What follows belongs to an exercise in optimizing a design on an open flow for small area, a short achievable clock period and few clock cycles per item; a production flow would make more cautious choices.
The RTL was checked by simulation tests, not by an equivalence proof against the original design.
Power is estimated from default activity; no workload was simulated.

== run 1 ==
==> flow/design.v <==
package pfr_pkg;
  localparam int NUM_FRAMES_DEF  = 16;
  localparam int STAMP_WIDTH_DEF = 32;
  localparam logic [1:0] OP_ALLOC   = 2'd0;
  localparam logic [1:0] OP_TOUCH   = 2'd1;
  localparam logic [1:0] OP_RELEASE = 2'd2;
  localparam logic [2:0] ST_FREE    = 3'd0;
  localparam logic [2:0] ST_EVICT   = 3'd1;
  localparam logic [2:0] ST_TOUCH   = 3'd2;
  localparam logic [2:0] ST_RELEASE = 3'd3;
  localparam logic [2:0] ST_REJECT  = 3'd4;
  typedef struct packed {
    logic [1:0] opcode;
    logic [3:0] frame_index;
    logic       is_write;
  } cmd_t;
  typedef struct packed {
    logic [3:0] result_frame;
    logic [2:0] status;
    logic       victim_dirty;
  } rsp_t;
endpackage
module page_frame_replacement_top #(
  parameter int NUM_FRAMES  = pfr_pkg::NUM_FRAMES_DEF,
  parameter int STAMP_WIDTH = pfr_pkg::STAMP_WIDTH_DEF
) (
  input  logic          clk,
  input  logic          rst,
  input  logic          start,
  output logic          busy,
  input  pfr_pkg::cmd_t cmd,
  output logic          done,
  output pfr_pkg::rsp_t rsp,
  input  logic          cfg_valid,
  output logic          cfg_ready,
  input  logic          cfg_data
);
  localparam int NF = 16;
  logic [NF-1:0] occ_bits;
  logic [NF-1:0] use_bits;
  logic [NF-1:0] dirty_bits;
  logic [3:0]    hand;
  logic          policy;
  logic [NF-1:0][NF-1:0] age;   
  logic          is_alloc, is_touch, is_rel;
  logic [NF-1:0] idx_oh;
  logic          idx_occ;
  logic          all_occ;
  logic [NF-1:0] free_oh;
  logic [NF-1:0] lru_oh;
  logic [NF-1:0] clk_oh;
  logic [NF-1:0] vic_oh;
  logic [3:0]    vic_idx;
  logic [NF-1:0] hmask;       
  logic [NF-1:0] not_use, cand_a, not_dirty, cand, cand_hi;
  logic          any_a, any_b;
  logic [31:0]   dbl, dbl_first;
  logic [NF-1:0] lt_vic;
  logic [NF-1:0] clr_use;
  logic          wrapped;
  logic [NF-1:0] grant, tch, rel, stamp;
  assign busy      = 1'b0;
  assign cfg_ready = 1'b1;
  always_comb begin
    is_alloc = start && (cmd.opcode == pfr_pkg::OP_ALLOC);
    is_touch = start && (cmd.opcode == pfr_pkg::OP_TOUCH);
    is_rel   = start && (cmd.opcode == pfr_pkg::OP_RELEASE);
    idx_oh   = NF'(1) << cmd.frame_index;
    idx_occ  = occ_bits[cmd.frame_index];
    all_occ = &occ_bits;
    for (int i = 0; i < NF; i++) begin
      free_oh[i] = !occ_bits[i];
      for (int k = 0; k < i; k++) begin
        if (!occ_bits[k]) free_oh[i] = 1'b0;
      end
    end
    for (int i = 0; i < NF; i++) begin
      lru_oh[i] = 1'b1;
      for (int j = 0; j < NF; j++) begin
        if (j < i) lru_oh[i] = lru_oh[i] & !age[j][i];
        if (j > i) lru_oh[i] = lru_oh[i] & age[i][j];
      end
    end
    for (int i = 0; i < NF; i++) hmask[i] = (4'(i) >= hand);
    not_use   = ~use_bits;
    not_dirty = ~dirty_bits;
    cand_a    = not_use & not_dirty;
    any_a     = |cand_a;
    any_b     = |not_use;
    if (any_a)           cand = cand_a;
    else if (any_b)      cand = not_use;
    else if (|not_dirty) cand = not_dirty;
    else                 cand = '1;
    cand_hi = cand & hmask;
    dbl     = {cand, cand_hi};
    for (int i = 0; i < 32; i++) begin
      dbl_first[i] = dbl[i];
      for (int k = 0; k < i; k++) begin
        if (dbl[k]) dbl_first[i] = 1'b0;
      end
    end
    clk_oh  = dbl_first[15:0] | dbl_first[31:16];
    wrapped = !(|cand_hi);
    if (!all_occ)    vic_oh = free_oh;
    else if (policy) vic_oh = lru_oh;
    else             vic_oh = clk_oh;
    vic_idx = '0;
    for (int i = 0; i < NF; i++) begin
      if (vic_oh[i]) vic_idx = vic_idx | 4'(i);
    end
    for (int i = 0; i < NF; i++) begin
      lt_vic[i] = 1'b1;
      for (int k = 0; k <= i; k++) begin
        if (clk_oh[k]) lt_vic[i] = 1'b0;
      end
    end
    if (any_a)        clr_use = '0;
    else if (any_b)   clr_use = wrapped ? (hmask | lt_vic) : (hmask & lt_vic);
    else              clr_use = '1;
    if (!(is_alloc && all_occ && !policy)) clr_use = '0;
    grant = is_alloc ? vic_oh : '0;
    tch   = (is_touch && idx_occ) ? idx_oh : '0;
    rel   = (is_rel && idx_occ) ? idx_oh : '0;
    stamp = grant | tch;
  end
  always_ff @(posedge clk) begin
    if (rst) begin
      occ_bits   <= '0;
      use_bits   <= '0;
      dirty_bits <= '0;
      hand       <= '0;
      policy     <= 1'b0;
      done       <= 1'b0;
    end else begin
      done <= start;
      if (cfg_valid) policy <= cfg_data;
      occ_bits   <= grant | (occ_bits & ~rel);
      use_bits   <= grant | tch | (use_bits & ~rel & ~clr_use);
      dirty_bits <= (cmd.is_write ? tch : '0) | (dirty_bits & ~rel & ~grant);
      if (is_alloc && all_occ && !policy) hand <= vic_idx + 4'd1;
    end
  end
  always_ff @(posedge clk) begin
    rsp.result_frame <= is_alloc ? vic_idx : cmd.frame_index;
    rsp.victim_dirty <= is_alloc && all_occ && |(vic_oh & dirty_bits);
    if (is_alloc)                rsp.status <= all_occ ? pfr_pkg::ST_EVICT : pfr_pkg::ST_FREE;
    else if (is_touch && idx_occ) rsp.status <= pfr_pkg::ST_TOUCH;
    else if (is_rel && idx_occ)   rsp.status <= pfr_pkg::ST_RELEASE;
    else                          rsp.status <= pfr_pkg::ST_REJECT;
  end
  always_ff @(posedge clk) begin
    for (int i = 0; i < NF; i++) begin
      for (int j = i + 1; j < NF; j++) begin
        if (stamp[i])      age[i][j] <= 1'b0;
        else if (stamp[j]) age[i][j] <= 1'b1;
      end
    end
  end
endmodule
clock: 5.0 ns
lec_check: 0
cap_margin: 20
core_margin: 2
core_utilization: 40
setup_slack_margin: 1
slew_margin: 20
run.sh (not shown) runs the stock make flow with config.mk's settings and CLKGATE_MAP_FILE= SYNTH_SCRIPT=/design/flow/synth_recipe.tcl, a recipe that flattens the netlist after the stock synthesis.
Testbench counts of run 1, summed over its fixed seeds: cycles 6,424, requests 6,400.
Relative to run 1, the following input files were edited for run 2:
- changing SETUP_SLACK_MARGIN from 1 to 2
[summary]
- Diff run 1 -> run 2 | static leakage | increase of about 24%
- Run 2 can be clocked faster than run 1.
- Final area on run 2 is behind run 1.
- Between run 2 and run 1, the area occupied by registers is lower for run 1.
--- input diff run 2..run 3 ---
- SETUP_SLACK_MARGIN no longer set, was 2
### Flow results
Run 2 has higher combinational power than run 3. Compared to run 2, run 3 has final cycle utilization of the critical path 15 points higher. Run 3 vs. run 2: met2 usage shows a reduction of 4.8 points, count of placed standard cells in the final layout, fillers left out decreased 143, portion of total power attributed to combinational logic fell 1.1 points.

== job 2376 ==
Another version of the RTL of page_frame_replacement_top (not shown whole).
Size in the first run: about 970 cells after synthesis, roughly 130 flip-flops, roughly 23 I/O pins, roughly 7800 sq um of cells after synthesis.
==> flow/config.mk <==
export PLATFORM = sky130hd
export DESIGN_NAME = page_frame_replacement_top
export DESIGN_NICKNAME = page_frame_replacement_top
export VERILOG_FILES = /design/flow/design.v
export SDC_FILE = /design/flow/constraint.sdc
export NUM_CORES = 4
export LEC_CHECK = 0
export CAP_MARGIN = 20
export CORE_MARGIN = 2
export CORE_UTILIZATION = 40
export CTS_BUF_LIST = sky130_fd_sc_hd__clkbuf_4 sky130_fd_sc_hd__clkbuf_8
export SETUP_SLACK_MARGIN = 2.3
export SLEW_MARGIN = 20
==> flow/constraint.sdc <==
create_clock -name core_clock -period 5.0 [get_ports {clk}]
set_input_delay 1.0000 -clock core_clock [delete_from_list [all_inputs] [get_ports {clk}]]
set_output_delay 1.0000 -clock core_clock [all_outputs]
set_load 0.01 [all_outputs]
Job 2376 was carried through to the last stage, and its layout satisfied the timing, design-rule and antenna checks.
Testbench counts of job 2376, summed over its fixed seeds: cycles 6,620, requests 6,400.
Inputs modified between job 2376 and job 4707:
Settings: a change of SETUP_SLACK_MARGIN from 2.3 to 2.0; an added CTS_CLUSTER_DIAMETER of 100; an added CTS_CLUSTER_SIZE of 30.
Findings:
nor2_1 as the most common cell after layout, fill and taps aside was reported by job 2376, and dfxtp_1 by job 4707.
| global-route usage | job 4707 vs job 2376 | 2.6 points lower |
Job 4707 -> job 2376: synthesized cell count delta 0, exact match
Job 4707 vs job 2376, most congested layer reported by global routing: met1 vs met2
As far as share of synthesized area spent on multiplexers goes, job 4707 and job 2376 are indistinguishable; the numbers are identical.
On worst setup slack after layout: between job 2376 and job 4707, it ends up lower for job 4707.
Cell area was lower in job 4707 than in job 2376.
In job 4707, worst-case reg-to-reg path depth is lower than in job 2376.
Higher total power among job 2376 and job 4707: job 2376
> inputs changed (job 4707 -> job 8731)
Settings: CTS_CLUSTER_SIZE no longer set, was 30; TNS_END_PERCENT now 10, previously not set; CTS_CLUSTER_DIAMETER no longer set, was 100.
## What came out
Job 8731 and job 4707 ended up with nearly the same largest clock skew in the final design.
Job 8731 against job 4707: internal power contribution ~0 delta, combinational power share saw a decrease, routed wire length on met3 +59 um.
Cell area after layout (job 8731 over job 4707): decrease, 3.2%
Between job 8731 and job 4707, power is lower for job 8731, job 4707 comes in above that.
Job 8731 against job 4707: global-route total usage across every layer level; worst setup slack moved down; wire length moved down; maximum frequency level.
Here is what was changed in the inputs of job 9630 compared with job 8731.
Settings: setting PLACE_DENSITY to 0.8 for the first time; removing TNS_END_PERCENT (formerly 10).
Findings:
Job 9630 completed every stage of the flow, and the final layout passed the timing, design-rule and antenna checks. [compare] base=job 8731 new=job 9630: worst setup slack higher, number of clock-tree buffers in the layout picked up an extra 1, worst hold slack roughly the same, sequential share of cell area shows a reduction of 0.54 points. Job 9630 falls short of job 8731 in total detailed-routing wirelength. Of job 9630 and job 8731, the run reporting the lower timing-limited maximum frequency was job 8731. Between job 8731 and job 9630, the flow reports via total after detailed routing increasing by a few percent. Going from job 8731 to job 9630, antenna diode instance count did not really move; count of routing violations after the opening detailed-route iteration went up; number of global-route vias before repair went up.
For job 2640, these inputs were changed with respect to job 9630:
Settings: removing PLACE_DENSITY (formerly 0.8); removing CTS_BUF_LIST (formerly sky130_fd_sc_hd__clkbuf_4 sky130_fd_sc_hd__clkbuf_8).
[summary]
met2 as the routing layer with the top usage in global route was reported by job 9630, and met1 by job 2640.
The minimum clock period after layout in job 2640 sits 6.3 ps above the value recorded for job 9630.
Job 9630 has lower final-layout fill cell count than job 2640.
Worst slack at placement was lower in job 9630 than in job 2640.
Wire length went down slightly going from job 9630 to job 2640.
Against job 9630 as the reference, job 2640 delivers a lower clock skew.
Job 2640 has less setup slack than job 9630.
Min fraction of power consumed by combinational cells across job 9630 and job 2640: job 2640
Global-route usage: job 2640 vs job 9630 up 0.39 points
Post-route total power (job 2640 / job 9630): 1.16

==> separate check: timing with driven ports <==
The results above use ideal ports. As a check the final layouts listed here were re-extracted and re-timed, cells and wires unchanged.
Step 1 (the two cells are an assumption about what drives the block):
set clk [get_ports {clk}]
set_driving_cell -lib_cell sky130_fd_sc_hd__clkbuf_16 $clk
set_driving_cell -lib_cell sky130_fd_sc_hd__buf_2 [delete_from_list [all_inputs] $clk]
Step 2 times the ports against the registers' clock, not the clock port: input delays grow and output delays shrink by t, the midpoint of the rising clock arrivals with the driver on.
Slacks: no drivers / after step 1 / after step 2; pairs: no drivers / after step 1.
run	t (ns)	setup WS [ns]	worst setup path after step 2	slew at the worst register clock pin (ns)	cell pins on the clock port's net
run 1	0.480	1.073 / 1.061 / 0.581	input to register	0.08 / 0.08	1
run 2	0.489	1.180 / 1.180 / 1.006	input to register	0.08 / 0.08	1
run 3	0.482	0.421 / 0.421 / 0.006	input to register	0.08 / 0.08	1
job 2376	0.493	2.010 / 2.010 / 1.734	input to register	0.08 / 0.08	1
job 4707	0.486	1.890 / 1.890 / 1.631	input to register	0.09 / 0.09	1
job 8731	0.486	1.886 / 1.886 / 1.590	input to register	0.09 / 0.09	1
job 9630	0.475	1.908 / 1.908 / 1.616	input to register	0.09 / 0.09	1
job 2640	0.468	1.902 / 1.902 / 1.630	input to register	0.06 / 0.06	1
After both steps every run listed still meets setup and hold. For run 1, which loses most, drivers alone change the setup slack by -0.012 ns; drivers and shift together by -0.492 ns.
